This is an optimization exercise on Yosys and OpenROAD, whose aim is a short achievable clock period and few clock cycles, not a production implementation.
At most, simulation tests tie the RTL to the original design; equivalence was not proved.
No functional check of the RTL was part of run 1.
No activity file was given, so power comes from the tool's default toggle rates.

### flow/config.mk
export PLATFORM = sky130hd
export DESIGN_NAME = aes_noc_feeder
export DESIGN_NICKNAME = aes_noc_feeder
export VERILOG_FILES = /design/flow/design.v
export SDC_FILE = /design/flow/constraint.sdc
export NUM_CORES = 4
export LEC_CHECK = 0
export CAP_MARGIN = 20
export CORE_MARGIN = 2
export CORE_UTILIZATION = 40
export SETUP_SLACK_MARGIN = 3.0
export SLEW_MARGIN = 20
### flow/constraint.sdc
create_clock -name core_clock -period 5.5 [get_ports {clk}]
set_input_delay 1.1000 -clock core_clock [delete_from_list [all_inputs] [get_ports {clk}]]
set_output_delay 1.1000 -clock core_clock [all_outputs]
set_load 0.01 [all_outputs]
### flow/design.v
module aes_noc_feeder (
  input  logic         clk,
  input  logic         reset,
  input  logic         key_wr_en,
  input  logic [4:0]   key_wr_addr,
  input  logic [63:0]  key_wr_data,
  input  logic         key_load,
  input  logic [127:0] iv_data,
  input  logic         iv_load,
  input  logic         pt_valid,
  output logic         pt_ready,
  input  logic [127:0] pt_data,
  output logic         ct_valid,
  input  logic         ct_ready,
  output logic [127:0] ct_data,
  output logic [63:0]  noc_tx_lo,
  output logic [7:0]   noc_tx_cmd,
  output logic         noc_tx_valid,
  input  logic         noc_tx_rdy,
  input  logic [63:0]  noc_rx_lo,
  input  logic [7:0]   noc_rx_cmd,
  input  logic         noc_rx_valid,
  output logic         noc_rx_rdy,
  output logic         busy,
  output logic         timeout,
  output logic [15:0]  blocks_done
);
  localparam int KEY_WORDS = 22;
  logic [63:0]  key_buf_q [KEY_WORDS];
  logic [127:0] iv_q;
  logic [127:0] pt_q;
  logic [63:0]  ct_lo_q, ct_hi_q;
  logic [63:0]  tx_q;              
  logic [1:0]   tx_cmd_q;
  logic b_lo_q;     
  logic b_hi_q;     
  logic b_wait_q;   
  logic b_got1_q;   
  logic b_ct_q;     
  logic exp_q;      
  logic [9:0] timer_q;
  logic       key_pend_q, iv_pend_q, iv_beat_q;
  logic [4:0] key_cnt_q;
  logic       timeout_q;
  logic [15:0] blocks_q;
  logic free_q;     
  logic w2_q;       
  logic ptsel_q;    
  logic nold_q;     
  logic lastld_q;   
  logic txc_q;      
  logic busy_q;     
  logic b_lo_d, b_hi_d, b_wait_d, b_got1_d, b_ct_d, exp_d;
  logic key_pend_d, iv_pend_d, iv_beat_d;
  logic [4:0] key_cnt_d;
  logic rsp_now, rsp1, rsp2, handoff, abandon, blk_free, ldp, hs;
  logic key_sel, iv_sel, key_fire, iv_fire, tx_ld;
  logic [63:0] kb0;
  assign rsp_now  = noc_rx_valid & (&noc_rx_cmd);
  assign rsp1     = b_wait_q & ~exp_q & ~b_got1_q & rsp_now;
  assign rsp2     = w2_q & rsp_now;
  assign ct_valid = b_ct_q | rsp2;
  assign handoff  = ct_valid & ct_ready;
  assign abandon  = b_wait_q & exp_q;
  assign blk_free = free_q | (ct_ready & (b_ct_q | rsp2));
  assign ldp      = key_pend_q | iv_pend_q;
  assign pt_ready     = blk_free & (nold_q | (lastld_q & noc_tx_rdy));
  assign hs           = pt_valid & pt_ready;
  assign noc_tx_valid = blk_free & txc_q;
  assign noc_tx_cmd   = {6'd0, tx_cmd_q};
  assign noc_tx_lo    = tx_q;
  assign key_sel  = ~ptsel_q & key_pend_q;
  assign iv_sel   = ~ptsel_q & ~key_pend_q & iv_pend_q;
  assign key_fire = key_sel & blk_free & noc_tx_rdy;
  assign iv_fire  = iv_sel & blk_free & noc_tx_rdy;
  assign noc_rx_rdy  = b_wait_q;
  assign ct_data     = {b_ct_q ? ct_hi_q : noc_rx_lo, ct_lo_q};
  assign busy        = busy_q;
  assign timeout     = timeout_q;
  assign blocks_done = blocks_q;
  always_comb begin
    b_lo_d   = b_lo_q ? ~noc_tx_rdy : (hs & (ldp | ~txc_q | ~noc_tx_rdy));
    b_hi_d   = b_hi_q ? ~noc_tx_rdy : ((b_lo_q & noc_tx_rdy) | (hs & ~ldp & txc_q & noc_tx_rdy));
    b_wait_d = (b_hi_q & noc_tx_rdy) | (b_wait_q & ~rsp2 & ~exp_q);
    b_got1_d = b_wait_q & ~exp_q & (b_got1_q ^ rsp_now);
    b_ct_d   = ct_valid & ~ct_ready;
    exp_d    = b_wait_q & (timer_q == 10'd1021);
    key_pend_d = key_load | (key_pend_q & ~(key_fire & (key_cnt_q == 5'(KEY_WORDS - 1))));
    key_cnt_d  = key_load ? 5'd0 : (key_fire ? key_cnt_q + 5'd1 : key_cnt_q);
    iv_pend_d  = iv_load | (iv_pend_q & ~(iv_fire & iv_beat_q));
    iv_beat_d  = iv_load ? 1'b0 : (iv_fire ? ~iv_beat_q : iv_beat_q);
  end
  assign kb0 = (key_wr_en && key_wr_addr == 5'd0) ? key_wr_data : key_buf_q[0];
  always_ff @(posedge clk) begin
    if (key_wr_en && (key_wr_addr < 5'(KEY_WORDS))) key_buf_q[key_wr_addr] <= key_wr_data;
    if (iv_load) iv_q <= iv_data;
    if (hs) pt_q <= pt_data;
    if (rsp1) ct_lo_q <= noc_rx_lo;
    if (rsp2) ct_hi_q <= noc_rx_lo;
    if (b_lo_d) begin
      tx_q <= b_lo_q ? pt_q[63:0] : pt_data[63:0];
      tx_cmd_q <= 2'd2;
    end else if (b_hi_d) begin
      tx_q <= b_hi_q | b_lo_q ? pt_q[127:64] : pt_data[127:64];
      tx_cmd_q <= 2'd2;
    end else if (key_pend_d) begin
      tx_q <= key_load ? kb0 : key_buf_q[key_cnt_d];
      tx_cmd_q <= 2'd0;
    end else if (iv_pend_d) begin
      tx_q <= iv_load ? iv_data[63:0] : (iv_beat_d ? iv_q[127:64] : iv_q[63:0]);
      tx_cmd_q <= 2'd1;
    end else begin
      tx_q <= pt_data[63:0];
      tx_cmd_q <= 2'd2;
    end
  end
  always_ff @(posedge clk) begin
    if (reset) begin
      b_lo_q     <= 1'b0;
      b_hi_q     <= 1'b0;
      b_wait_q   <= 1'b0;
      b_got1_q   <= 1'b0;
      b_ct_q     <= 1'b0;
      exp_q      <= 1'b0;
      timer_q    <= '0;
      key_pend_q <= 1'b0;
      key_cnt_q  <= '0;
      iv_pend_q  <= 1'b0;
      iv_beat_q  <= 1'b0;
      timeout_q  <= 1'b0;
      blocks_q   <= '0;
      free_q     <= 1'b1;
      w2_q       <= 1'b0;
      ptsel_q    <= 1'b0;
      nold_q     <= 1'b1;
      lastld_q   <= 1'b0;
      txc_q      <= 1'b0;
      busy_q     <= 1'b0;
    end else begin
      b_lo_q     <= b_lo_d;
      b_hi_q     <= b_hi_d;
      b_wait_q   <= b_wait_d;
      b_got1_q   <= b_got1_d;
      b_ct_q     <= b_ct_d;
      exp_q      <= exp_d;
      timer_q    <= b_wait_q ? timer_q + 10'd1 : 10'd0;
      key_pend_q <= key_pend_d;
      key_cnt_q  <= key_cnt_d;
      iv_pend_q  <= iv_pend_d;
      iv_beat_q  <= iv_beat_d;
      timeout_q  <= timeout_q | abandon;
      blocks_q   <= blocks_q + 16'(handoff);
      free_q     <= ~(b_wait_d | b_ct_d) | (b_wait_d & exp_d);
      w2_q       <= b_wait_d & b_got1_d & ~exp_d;
      ptsel_q    <= b_lo_d | b_hi_d;
      nold_q     <= ~(b_lo_d | b_hi_d | key_pend_d | iv_pend_d);
      lastld_q   <= ~(b_lo_d | b_hi_d) &
                    (key_pend_d ? (~iv_pend_d & (key_cnt_d == 5'(KEY_WORDS - 1))) : (iv_pend_d & iv_beat_d));
      txc_q      <= b_lo_d | b_hi_d | key_pend_d | iv_pend_d | (pt_valid & ~hs);
      busy_q     <= b_lo_d | b_hi_d | b_wait_d | b_ct_d | key_pend_d | iv_pend_d | (pt_valid & ~hs);
    end
  end
endmodule
### flow/run.sh
#!/bin/bash
# synth_recipe.tcl (not shown) runs the flow's synth.tcl, then flattens the netlist and writes it again
# the make line also repeats each setting of config.mk as NAME=value (left out here)
make -C /OpenROAD-flow-scripts/flow DESIGN_CONFIG=/design/flow/config.mk WORK_HOME=/design/flow/orfs CLKGATE_MAP_FILE= SYNTH_SCRIPT=/design/flow/synth_recipe.tcl finish
==> impl_results.md, run 1 <==
* Ordered cell list for the critical path: buf_6 > and3_4 > and4_4 > buf_8 > a2111o_2 > buf_6 > nand2_8 > buf_12 > buf_12 > buf_16 > buf_6 > mux2_4 > a2111o_1 > nor4_2 > nor3_1
* Ratio of total power to cell area at about 320 nW/um^2
* Global-route wire length before repair at 389 mm
* Fraction of layout instances using a drive strength above 1 at 0.262
* Total gr overflow at 0
* Maximum buffer depth of the clock tree at 3
* Most repeated cell in the gate-level netlist after synthesis: sky130_fd_sc_hd__edfxtp_1
* Fraction of power consumed by the clock network at 0.406
* Arrival time at the worst endpoint at 4.06 ns
* Clock tree root driver cell: sky130_fd_sc_hd__clkbuf_16
* Min-Delay Path Depth at 1
* DPL Wire Length at 150 mm
* Min-Delay Startpoint: timer_q[0]
* Count of warnings emitted by yosys at 1
* Clock buffers created by TritonCTS at around 200
* Startpoint of the worst-slack reg-to-reg timing path: b_ct_q
* Number of max-capacitance violations reported at 0
* Setup violation total in the final timing report at 0
* Core Util, Final at 0.529
* Width of the die at 443 um
* Antenna violations before repair at 47
* Data required time of the worst path at about 6.2 ns
* Seq pwr share at 0.507
* Final Hold Fails at 0
* Sink Count at around 1900
* List of most frequent post-synthesis cells: sky130_fd_sc_hd__edfxtp_1, sky130_fd_sc_hd__mux2i_1, sky130_fd_sc_hd__a21oi_1
* Family with the most delay on the worst path: compound AO/OA/AOI/OAI gates
* Distinct cell type count after synthesis at 66
* Path category of the worst min-delay check: reg -> reg
* Critical Path Fanout Max at 6
* Fraction of power spent switching nets at 0.235
* Fmax achieved at ~300 MHz
* Number of remaining DRC errors at 0
* Status: no timing/DRC/antenna violations
* Routed via count at around 53000
* Post-synth design cell area at 77200 sq um
* Detailed-routing iteration count for the pre-antenna-repair pass at 8
* Top cells by area, synth: sky130_fd_sc_hd__edfxtp_1, sky130_fd_sc_hd__mux2i_1, sky130_fd_sc_hd__dfxtp_1
* Worst Max-Slew Pin Slew at 1.04 ns
* Worst reg2reg path endpoint: tx_q[36]
* Synthesis-stage register bit count at around 1900
* Fin Clk Skew at 0.0469 ns
* Average footprint of a synthesized cell at approximately 15 sq um
* Top-level port count at 628
* Largest net degree at the start of global routing at 124
* Category of the critical setup timing path: in -> reg
* Instance area after placement at between 80000 and 90000 sq um
* Vias per inst at slightly above 6
* Setup repair after global routing missed its margin: yes
* Cells on worst reg2reg path at 14
* CP most frequent cell: sky130_fd_sc_hd__buf_6
* Flop-to-flop setup slack at 2.23 ns
* Growth of design area from synthesis to finish at 31.7%
* Synth top area share at 0.697
* Depth of the CTS H-tree at 4
* Min Clock Period, post-route at 3.33 ns
* Cell-internal power at 24900 uW
* Startpoint type of the worst setup path: primary input
* Count of flip-flops with a built-in enable after synthesis at 1792
* Cell Rows at 161
* Average wire length per cell after detail routing at between 30 and 40 um
* Full die area at 196000 sq um
* Nets at 6405
* Largest stage delay, worst path at 0.48 ns
* Tot GR Track Use at 0.277
* Port bufs at 621
* Slowest stage cell on the critical path: sky130_fd_sc_hd__a2111o_2
* CTS Hold Bufs at 0
* Starting utilization of the core area at 0.401
* Net load switching power at around 7600 uW
* Largest area contributor in the netlist: sky130_fd_sc_hd__edfxtp_1
* Clock Pin Slew Worst Setup and Hold Paths at roughly 0.060 ns
* Post-route standard cell area excluding fillers at about 100000 sq um
* Dominant synthesized flop cell: sky130_fd_sc_hd__edfxtp_1
* Max Slew Vio Count at 0
* Clock tree from TritonCTS: done
* Starting DRT DRC Count at 6485
* End point of the most critical hold path: timer_q[0]
* Max-slew headroom at the worst pin at 0.304
* Async SR Flop Fraction at 0
* Static Leakage at 0.0339 uW
* Post-synthesis instance total at 4998
* Final ANT Viol Nets at 0
* Maximum vdd ir drop at around 0.00027 V
* Combined buffer and inverter count along the critical path at 7
* Floorplan Core Area at 192000 sq um
* Share of the clock period used by the worst path at 0.606
* Register area share after synthesis at 0.727
* Via count of the first global-routing pass at between 50000 and 60000
* Post-route setup TNS at 0 ns
* Relative contribution of combinational cells to total power at 0.087
* Die height at 443 um
* Placer Congestion at 0.812
* Final wirelength at 291 mm
* Insertion delay of the later-clocked pin in the worst-skew pair at a little under 0.9 ns
* Kind of end point of the critical path: flop
## flip-flops by register name, summed over array words and instances (netlist names), 2 cells and up
signal / flops
tx_cmd_q: 2
key_cnt_q: 5
key_buf_q: 1408
tx_q: 64
ct_hi_q: 64
iv_q: 128
blocks_q: 16
timer_q: 10
pt_q: 128
ct_lo_q: 64
## placed cells by master, fill, tap and decap left out, drive strengths merged, types with 6 or more instances in the layout
| cell | Yosys | routed |
|---|---|---|
| o221ai | 125 | 125 |
| xor2 | 17 | 17 |
| buf | 114 | 742 |
| nor2 | 199 | 199 |
| o22ai | 127 | 127 |
| nor4 | 66 | 66 |
| a21oi | 270 | 270 |
| a211oi | 137 | 137 |
| clkinv | 0 | 68 |
| bufbuf | 0 | 13 |
| or3 | 9 | 9 |
| nand2b | 8 | 8 |
| dfxtp | 114 | 114 |
| mux2 | 190 | 190 |
| a2111o | 65 | 65 |
| nand2 | 145 | 149 |
| clkdlybuf4s50 | 0 | 379 |
| clkbuf | 267 | 294 |
| clkinvlp | 0 | 8 |
| edfxtp | 1792 | 1792 |
| and3 | 8 | 8 |
| o41ai | 62 | 62 |
| ha | 7 | 7 |
| a2111oi | 6 | 6 |
| bufinv | 0 | 12 |
| mux2i | 575 | 575 |
| nand3 | 214 | 214 |
| dlygate4sd2 | 0 | 13 |
| o21ai | 208 | 208 |
| conb | 1 | 6 |
| inv | 10 | 18 |
| nor2b | 10 | 10 |
| diode | 0 | 16 |
| nor3 | 195 | 195 |
## how the worst max path moves through the flow
stage | to | slack, ns | cells after the start | startpoint
finish | tx_q[36] | 2.17 | 15 | noc_rx_cmd[0]
global route | tx_q[36] | 2.14 | 15 | noc_rx_cmd[0]
CTS | noc_tx_valid | 2.27 | 6 | noc_rx_cmd[3]
detailed placement | tx_q[62] | 0.17 | 11 | noc_rx_cmd[3]
global placement | tx_q[62] | -0.11 | 9 | noc_rx_cmd[3]
floorplan | tx_q[45] | 1.77 | 11 | noc_rx_cmd[7]
## power by group through the flow
stage / combinational (uW) / clock (uW) / sequential (uW)
after detailed placement: 2470 / 0 / 16800
after floorplan: 971 / 0 / 16700
after global placement: 2450 / 0 / 16800
after CTS: 2730 / 13300 / 16500
final: 2820 / 13200 / 16500
after global routing: 2940 / 13900 / 16600
## layout make-up
type	count	area, sq um
Sequential cell	1906	56300
Inverter	10	40.0
Timing Repair Buffer	1169	14100
Fill cell	15500	90600
Clock buffer	273	5410
Multi-Input combinational cell	2710	21700
Tap cell	2526	3160
Clock inverter	96	936
Antenna cell	16	40.0
## per-layer routing
| layer | track usage | part of all wire |
|---|---|---|
| met5 | 0 | 0.00068 |
| met2 | 0.456 | 0.48 |
| met1 | 0.352 | 0.38 |
| met3 | 0.0576 | 0.092 |
| met4 | 0.125 | 0.051 |
## through the flow
step / power (uW) / worst slack, ns / std cells / hold slack (ns)
final: 32600 / 2.17 / 8706 / 0.476
after CTS: 32600 / 2.27 / 8585 / 0.482
after global placement: 19300 / -0.108 / 7948 / 0.447
after detailed placement: 19300 / 0.174 / 7948 / 0.468
after floorplan: 17700 / 1.77 / 5003 / 0.433
after global routing: 33400 / 2.14 / 8703 / 0.503
## logic make-up after synthesis
logic type	share of synthesized area
adder cells (fa/ha/maj)	0.00114
flip-flops	0.727
AO/OA/AOI/OAI	0.0897
multiplexers	0.103
XOR/XNOR	0.00250
other	0.0000486
AND/OR/NAND/NOR	0.0541
buffers and inverters	0.0229
## repair_timing
| item | 4_1_cts | 5_1_grt |
|---|---|---|
| setup buffers | 196 | 81 |
| endpoints found under the setup margin | 1344 | 296 |
| resized for setup | 1568 | 176 |
| cloned | 72 | 24 |
| pin swaps | 218 | 84 |
==> run 2: changes to the inputs <==
--- a/flow/design.v
+++ b/flow/design.v
@@ -60,8 +60,8 @@
   assign rsp1     = b_wait_q & ~exp_q & ~b_got1_q & rsp_now;
   assign rsp2     = w2_q & rsp_now;
-  assign ct_valid = b_ct_q | rsp2;
+  assign ct_valid = b_ct_q;
   assign handoff  = ct_valid & ct_ready;
   assign abandon  = b_wait_q & exp_q;
-  assign blk_free = free_q | (ct_ready & (b_ct_q | rsp2));
+  assign blk_free = free_q | (ct_ready & b_ct_q);
   assign ldp      = key_pend_q | iv_pend_q;
   assign pt_ready     = blk_free & (nold_q | (lastld_q & noc_tx_rdy));
@@ -75,5 +75,5 @@
   assign iv_fire  = iv_sel & blk_free & noc_tx_rdy;
   assign noc_rx_rdy  = b_wait_q;
-  assign ct_data     = {b_ct_q ? ct_hi_q : noc_rx_lo, ct_lo_q};
+  assign ct_data     = {ct_hi_q, ct_lo_q};
   assign busy        = busy_q;
   assign timeout     = timeout_q;
@@ -84,5 +84,5 @@
     b_wait_d = (b_hi_q & noc_tx_rdy) | (b_wait_q & ~rsp2 & ~exp_q);
     b_got1_d = b_wait_q & ~exp_q & (b_got1_q ^ rsp_now);
-    b_ct_d   = ct_valid & ~ct_ready;
+    b_ct_d   = rsp2 | (b_ct_q & ~ct_ready);
     exp_d    = b_wait_q & (timer_q == 10'd1021);
     key_pend_d = key_load | (key_pend_q & ~(key_fire & (key_cnt_q == 5'(KEY_WORDS - 1))));
==> impl_results.md, run 2 <==
* Status: no timing/DRC/antenna violations
* Final ANT Viol Nets at 0 (unchanged)
* Min Clock Period, post-route at 2.82 ns (-0.512 ns)
* Clock tree root driver cell: sky130_fd_sc_hd__clkbuf_16
* Kind of end point of the critical path: flop
* Final Hold Fails at 0 (unchanged)
* Area of the multi-input gates at 21200 sq um (-2.2%)
* Average wire length per cell after detail routing at 34.8 um (+4.1%)
* FILL cells at 15300 (-0.74%)
* Seq pwr share at 0.507 (about the same)
* Die height at 440 um (-0.66%)
* Share of synthesized area spent on multiplexers at 0.0358 (-0.0668)
* Largest area contributor in the netlist: sky130_fd_sc_hd__edfxtp_1
* Max reg flops at 1408 (unchanged)
* Share of the clock period used by the worst path at 0.513 (-0.0931)
* Register area share after synthesis at 0.737 (+0.00971)
* Nets at 6458 (+0.83%)
* Startpoint type of the worst setup path: flop
* Clock buffers created by TritonCTS at 195 (unchanged)
* Insertion delay of the later-clocked pin in the worst-skew pair at 0.86 ns (about the same)
* Storage element area at 56300 sq um (about the same)
* Dominant synthesized flop cell: sky130_fd_sc_hd__edfxtp_1
* Fraction of the mapped netlist area in adder cells at 0.00115 (+0.0000152)
* Relative contribution of combinational cells to total power at 0.087 (about the same)
* Category of the critical setup timing path: reg -> reg
* List of most frequent post-synthesis cells: sky130_fd_sc_hd__edfxtp_1, sky130_fd_sc_hd__nand2_1, sky130_fd_sc_hd__and3_1
* Register with the most flip-flops: key_buf_q
* Antenna violations before repair at 56 (+19%)
* Maximum vdd ir drop at 0.000346 V (+27%)
* Fmax achieved at 354 MHz (+18%)
* Starting utilization of the core area at 0.402 (about the same)
* Setup violation total in the final timing report at 0 (unchanged)
* Clock tree from TritonCTS: done
* Cell Rows at 160 (-0.62%)
* DPL Wire Length at 152 mm (+1.5%)
* Final wirelength at 304 mm (+4.7%)
* Total gr overflow at 0 (unchanged)
* Placer Congestion at 0.854 (+5.2%)
* Post-synthesis instance total at 5147 (+3.0%)
* Detailed-routing iteration count for the pre-antenna-repair pass at 5 (-3)
* Post-Synth Simple-Gate Area at 0.0811 (+0.0270)
* Post-route setup TNS at 0 ns (unchanged)
* Top-level port count at 628 (unchanged)
* Growth of design area from synthesis to finish at 31.5%
* Full die area at 194000 sq um (-1.3%)
* Routed via count at 54000 (+2.4%)
* Average footprint of a synthesized cell at 14.8 sq um (-4.2%)
* Path category of the worst min-delay check: reg -> reg
* Maximum buffer depth of the clock tree at 3 (unchanged)
* Synthesis-stage register bit count at 1906 (unchanged)
* Critical Path Fanout Max at 6 (unchanged)
* Number of max-capacitance violations reported at 0 (unchanged)
* Post-route standard cell area excluding fillers at 100000 sq um (-1.4%)
* Top Registers: key_buf_q: 1408 flops, iv_q: 128 flops, pt_q: 128 flops
* Worst Max-Slew Pin Slew at 1.04 ns (+0.000114 ns)
* CTS Hold Bufs at 0 (unchanged)
* Commonest non-fill, non-tap cell in the layout: sky130_fd_sc_hd__edfxtp_1
* Top cells by area, synth: sky130_fd_sc_hd__edfxtp_1, sky130_fd_sc_hd__a211oi_1, sky130_fd_sc_hd__and3_1
* Ratio of total power to cell area at 326 nW/um^2 (+1.7%)
* Max Slew Vio Count at 0 (unchanged)
* Most repeated cell in the gate-level netlist after synthesis: sky130_fd_sc_hd__edfxtp_1
* Count of warnings emitted by yosys at 1 (unchanged)
* Sink Count at 1906 (unchanged)
* Net load switching power at 7680 uW (+0.45%)
* Vias per inst at 6.17 (+1.8%)
* Clock Pin Slew Worst Setup and Hold Paths at 0.06 ns (about the same)
* Distinct cell type count after synthesis at 71 (+7.6%)
* Data required time of the worst path at 6.23 ns (about the same)
* Number of remaining DRC errors at 0 (unchanged)
* Fraction of power consumed by the clock network at 0.406 (about the same)
* Depth of the CTS H-tree at 4 (unchanged)
* Post-synth design cell area at 76100 sq um (-1.3%)
* Main combinational cell family by area after synthesis: compound AO/OA/AOI/OAI gates
* Async SR Flop Fraction at 0 (unchanged)
* Fraction of layout instances using a drive strength above 1 at 0.266 (+0.00368)
* Count of flip-flops with a built-in enable after synthesis at 1792 (unchanged)
* Floorplan Core Area at 190000 sq um (-1.4%)
* Setup repair after global routing missed its margin: yes
* Top library cells by usage in the layout, fill and taps aside: sky130_fd_sc_hd__edfxtp_1, sky130_fd_sc_hd__nand2_1, sky130_fd_sc_hd__clkdlybuf4s50_1, sky130_fd_sc_hd__and3_1, sky130_fd_sc_hd__a211oi_1
* Synth top area share at 0.707 (+0.00932)
* Width of the die at 440 um (-0.66%)
* Instance area after placement at 85800 sq um (-2.1%)
* Fraction of the mapped netlist area in compound gates at 0.117 (+0.0274)
* Via count of the first global-routing pass at 51100 (+1.9%)
* Cell-internal power at 25000 uW (+0.20%)
* Max-slew headroom at the worst pin at 0.304 (about the same)
* Global-route wire length before repair at 405 mm (+4.2%)
* Xor and xnor fraction of the mapped netlist area at 0.00253 (+0.0000334)
* Static Leakage at 0.0343 uW (+1.2%)
* Fraction of power spent switching nets at 0.235 (+0.000458)
* Arrival time at the worst endpoint at 3.55 ns (-0.51 ns)
* Largest net degree at the start of global routing at 129 (+4.0%)
* Port bufs at 621 (unchanged)
* Tot GR Track Use at 0.298 (+0.0213)
* Fin Clk Skew at 0.0441 ns (-0.00281 ns)
* Starting DRT DRC Count at 7269 (+12%)
[run 2: critical path: stages, from the launching register on]
cell and delay, ns:
sky130_fd_sc_hd__dfxtp_4 0.38, sky130_fd_sc_hd__buf_6 0.12, sky130_fd_sc_hd__a21oi_4 0.06, sky130_fd_sc_hd__buf_6 0.13, sky130_fd_sc_hd__buf_12 0.13, sky130_fd_sc_hd__or3_4 0.35, sky130_fd_sc_hd__a211o_4 0.39, sky130_fd_sc_hd__buf_6 0.13
sky130_fd_sc_hd__buf_12 0.13, sky130_fd_sc_hd__buf_8 0.12, sky130_fd_sc_hd__buf_16 0.13, sky130_fd_sc_hd__buf_6 0.11, sky130_fd_sc_hd__o22ai_2 0.14, sky130_fd_sc_hd__o22ai_2 0.10, sky130_fd_sc_hd__a21oi_2 0.17, sky130_fd_sc_hd__o21ai_1 0.09
[run 2: path summary, 6_finish.rpt]
kind	cells past startpoint	slack (ns)	to	startpoint
worst max-delay path	15	2.68	tx_q[55]	b_ct_q
worst min-delay path	2	0.46	timeout_q	timeout_q
worst max register to register	15	2.68	tx_q[55]	b_ct_q
worst min register to register	2	0.46	timeout_q	timeout_q
[run 2: logic make-up (layout without fill, tap and decap cells)]
| family | count (synthesis) | in the layout |
|---|---|---|
| AND/OR/NAND/NOR | 1224 | 1235 |
| other | 1 | 35 |
| multiplexers | 257 | 257 |
| AO/OA/AOI/OAI | 1313 | 1315 |
| adder cells (fa/ha/maj) | 7 | 7 |
| buffers and inverters | 417 | 1466 |
| flip-flops | 1906 | 1906 |
| XOR/XNOR | 22 | 22 |
[run 2: cell type report]
cell class	count	share of cell area
Sequential cell	1906	0.562
Multi-Input combinational cell	2842	0.212
Timing Repair Buffer	1088	0.130
Clock buffer	258	0.0531
Tap cell	2511	0.0314
Clock inverter	108	0.0103
Antenna cell	29	0.000725
Inverter	12	0.000637
[run 2: metrics by stage]
| stage | power [uW] | utilization | setup WS, ns | cells | hold WS (ns) |
|---|---|---|---|---|---|
| after floorplan | 17700 | - | 1.46 | 5152 | 0.433 |
| after global placement | 19100 | 0.453 | 0.463 | 8032 | 0.448 |
| after detailed placement | 19100 | 0.453 | 0.449 | 8032 | 0.457 |
| after CTS | 32600 | 0.517 | 2.65 | 8656 | 0.469 |
| after global routing | 33400 | 0.528 | 2.62 | 8744 | 0.486 |
| final | 32700 | 0.528 | 2.68 | 8754 | 0.465 |
[run 2: routing by layer]
layer	track usage	wire length [um]
met4	0.163	17900
met3	0.0640	30400
met5	0	129
met1	0.380	112000
met2	0.476	144000
[run 2: power by group through the flow]
| stage | clock [uW] | combinational, uW | sequential (uW) |
|---|---|---|---|
| after global placement | 0 | 2260 | 16800 |
| after floorplan | 0 | 942 | 16700 |
| after global routing | 13900 | 2970 | 16600 |
| after CTS | 13400 | 2670 | 16600 |
| after detailed placement | 0 | 2290 | 16800 |
| final | 13300 | 2850 | 16600 |
[run 2: what timing repair did]
action | CTS | global route
gates cloned | 88 | 19
resized for setup | 1633 | 272
setup endpoints to repair | 1148 | 245
buffers inserted | 170 | 50
pin swaps | 216 | 132
Testbench counts of run 2, summed over its fixed seeds: cycles 3,172.

==> what the ideal ports hide <==
The results above use ideal ports. As a check the final layouts listed here were re-extracted and re-timed, cells and wires unchanged.
Step 1 (the two cells are an assumption about what drives the block):
set clk [get_ports {clk}]
set_driving_cell -lib_cell sky130_fd_sc_hd__clkbuf_16 $clk
set_driving_cell -lib_cell sky130_fd_sc_hd__buf_2 [delete_from_list [all_inputs] $clk]
Step 2 also shifts input and output timing later by t, the mid clock arrival at the registers, as if the neighbouring blocks saw the same clock.
a / b / c = ideal / step 1 / step 2; a / b = the first two.
| run | t, ns | setup WS [ns] | worst setup path after step 2 | worst data-port slew with drivers (ns) |
|---|---|---|---|---|
| run 1 | 0.927 | 2.166 / 2.158 / 1.270 | input to register | 0.23 |
| run 2 | 0.933 | 2.678 / 2.584 / 1.905 | input to register | 0.32 |
After both steps every run listed still meets setup and hold. For run 1, which loses most, drivers alone change the setup slack by -0.008 ns; drivers and shift together by -0.896 ns.
